This design comes from an exercise in tuning for small area, a short achievable clock period and few clock cycles on the open sky130 flow, not from production work. Where RTL was checked, it was by simulation tests only, not by an equivalence proof against the original.

==> inputs of run E <==
==> flow/design.v (excerpt) <==
module matmul_top (
	input  logic                   clk,
	input  logic                   reset_n,
	input  logic                   dut_valid,
	output logic                   dut_ready,
	output matmul_pkg::sram_addr_t input_read_address,
	input  matmul_pkg::sram_data_t input_read_data,
	output matmul_pkg::sram_addr_t weight_read_address,
	input  matmul_pkg::sram_data_t weight_read_data,
	output logic                   result_write_enable,
	output matmul_pkg::sram_addr_t result_write_address,
	output matmul_pkg::sram_data_t result_write_data
);
clock: 12.0 ns
lec_check: 0
abc_area: 1
cap_margin: 20
core_margin: 2
core_utilization: 40
slew_margin: 20
run.sh (not shown) runs the stock make flow with config.mk's settings and CLKGATE_MAP_FILE= SYNTH_SCRIPT=/design/flow/synth_recipe.tcl, a recipe that flattens the netlist after the stock synthesis.
==> inputs of run G, as changes to run E <==
- ABC_AREA: 1 -> unset
==> notes <==
Run E completed without violations. Run G completed without violations. Clock-buffer cell count: run G is higher than run E (2). Against run G, the routed wire length of run E is smaller by 20%. In run E the synthesized cell count is smaller than in run G, by about 22%. Sequential cell count is the same in run G and run E. Of run G and run E, run G has the higher cell area (gap about 14%, measured against run E). Against run G, the core utilization of run E is higher by 1.3 points. First-iteration DRC count: run G is larger than run E (65%).
==> figures <==
metric	run E	run G
Fmax	0.2185 GHz	0.2215 GHz
Non-clock inverters	569	370
Number of clock buffers inserted by TritonCTS	43	44
Status	timing/DRC/antenna clean	timing/DRC/antenna clean
Die footprint	65,840 µm²	77,020 µm²
Delay of the slowest critical-path stage	760 ps	880 ps
Total detailed-routing wirelength	69,480 µm	87,220 µm
Gr usage total	21.03%	22.30%
Capturing element of the worst setup path	u_mac.cut_q[114]$_DFF_P_	u_mac.cut_q[118]$_DFF_P_
Transition time at the pin with the least slew margin	1081 ps	1021 ps
R2r endpoint	u_mac.cut_q[114]$_DFF_P_	u_mac.cut_q[118]$_DFF_P_
Area occupied by multi-input gates	14,720 µm²	19,130 µm²
GPL Wtd Cong	0.8885	0.9060
Post-Route Hold Slack	409.0 ps	426.9 ps
Share of the synthesized area in the top cell type	24.08%	20.54%
Minimum setup slack in the final design	7424 ps	7485 ps
Clock transition at the registers of the reported paths	60 ps	70 ps
Sequential portion of the cell area	27.77%	24.44%
Function was not checked in any run of this note: the RTL went through the layout flow alone.


==> inputs of run a <==
matmul_top, a different RTL version from the one above (not shown whole).
Design matmul_top, start of the top module:
module matmul_top (
	input  logic                   clk,
	input  logic                   reset_n,
	input  logic                   dut_valid,
	output logic                   dut_ready,
	output matmul_pkg::sram_addr_t input_read_address,
	input  matmul_pkg::sram_data_t input_read_data,
	output matmul_pkg::sram_addr_t weight_read_address,
	input  matmul_pkg::sram_data_t weight_read_data,
	output logic                   result_write_enable,
	output matmul_pkg::sram_addr_t result_write_address,
	output matmul_pkg::sram_data_t result_write_data
);
==> flow/config.mk <==
export PLATFORM = sky130hd
export DESIGN_NAME = matmul_top
export DESIGN_NICKNAME = matmul_top
export VERILOG_FILES = /design/flow/design.v
export SDC_FILE = /design/flow/constraint.sdc
export NUM_CORES = 4
export LEC_CHECK = 0
export CAP_MARGIN = 20
export CORE_MARGIN = 2
export CORE_UTILIZATION = 55
export CTS_CLUSTER_DIAMETER = 120
export CTS_CLUSTER_SIZE = 24
export SLEW_MARGIN = 20
export SYNTH_HIERARCHICAL = 1
==> flow/constraint.sdc <==
create_clock -name core_clock -period 12.0 [get_ports {clk}]
set_input_delay 2.4000 -clock core_clock [delete_from_list [all_inputs] [get_ports {clk}]]
set_output_delay 2.4000 -clock core_clock [all_outputs]
set_load 0.01 [all_outputs]
standard.sh (not shown) runs the stock make flow with config.mk's settings and CLKGATE_MAP_FILE= SYNTH_SCRIPT=/design/flow/synth_recipe.tcl, a recipe that flattens the netlist after the stock synthesis.
==> flow/flow/run.sh <==
#!/bin/bash
set -euo pipefail
MARGIN=${MARGIN:-8.6}
bash standard.sh SETUP_SLACK_MARGIN=$MARGIN \
  "BUFFER_PORTS_ARGS=-buffer_cell sky130_fd_sc_hd__buf_1" finish > standard.log 2>&1
==> run b (differences from run a) <==
==> flow/flow/run.sh (replaced) <==
#!/bin/bash
set -euo pipefail
MARGIN=${MARGIN:-8.2}
bash standard.sh SETUP_SLACK_MARGIN=$MARGIN \
  "BUFFER_PORTS_ARGS=-buffer_cell sky130_fd_sc_hd__buf_1" finish > standard.log 2>&1
==> run summary <==
Run b completed without violations. Run a ran to the end with no violations.
Against run b, the non-clock buffer count of run a is higher by 65.
In clock-buffer cell count, run b and run a do not differ.
Testbench counts of run a, summed over its fixed seeds: cycles 30,008.
Testbench counts of run b, summed over its fixed seeds: cycles 30,008.

==> afterwards: timing with drivers on the ports <==
The results above use ideal ports. As a check the final layouts listed here were re-extracted and re-timed, cells and wires unchanged. Step 1: set_driving_cell puts a clkbuf_16 on clk and a buf_2 on each other input, an assumption about the parent block. Step 2 adds t to the input delays and takes it off the output delays; t is the mean of the earliest and latest rising clock arrival at the registers after step 1. Input paths then give back, and output paths get back, about the clock's delay inside the block. Slacks: ideal ports / drivers / drivers and shift; pairs: ideal ports / drivers.
run | t (ns) | slack for setup (ns) | worst setup path after step 2 | cell pins on the clock port's net
run E | 0.649 | 7.424 / 7.424 / 7.424 | register to register | 1
run G | 0.639 | 7.485 / 7.485 / 7.485 | register to register | 1
run a | 0.607 | 8.558 / 8.498 / 8.648 | register to register | 1
run b | 0.606 | 8.327 / 8.267 / 8.331 | register to register | 1
After both steps setup and hold are still met in every run listed.
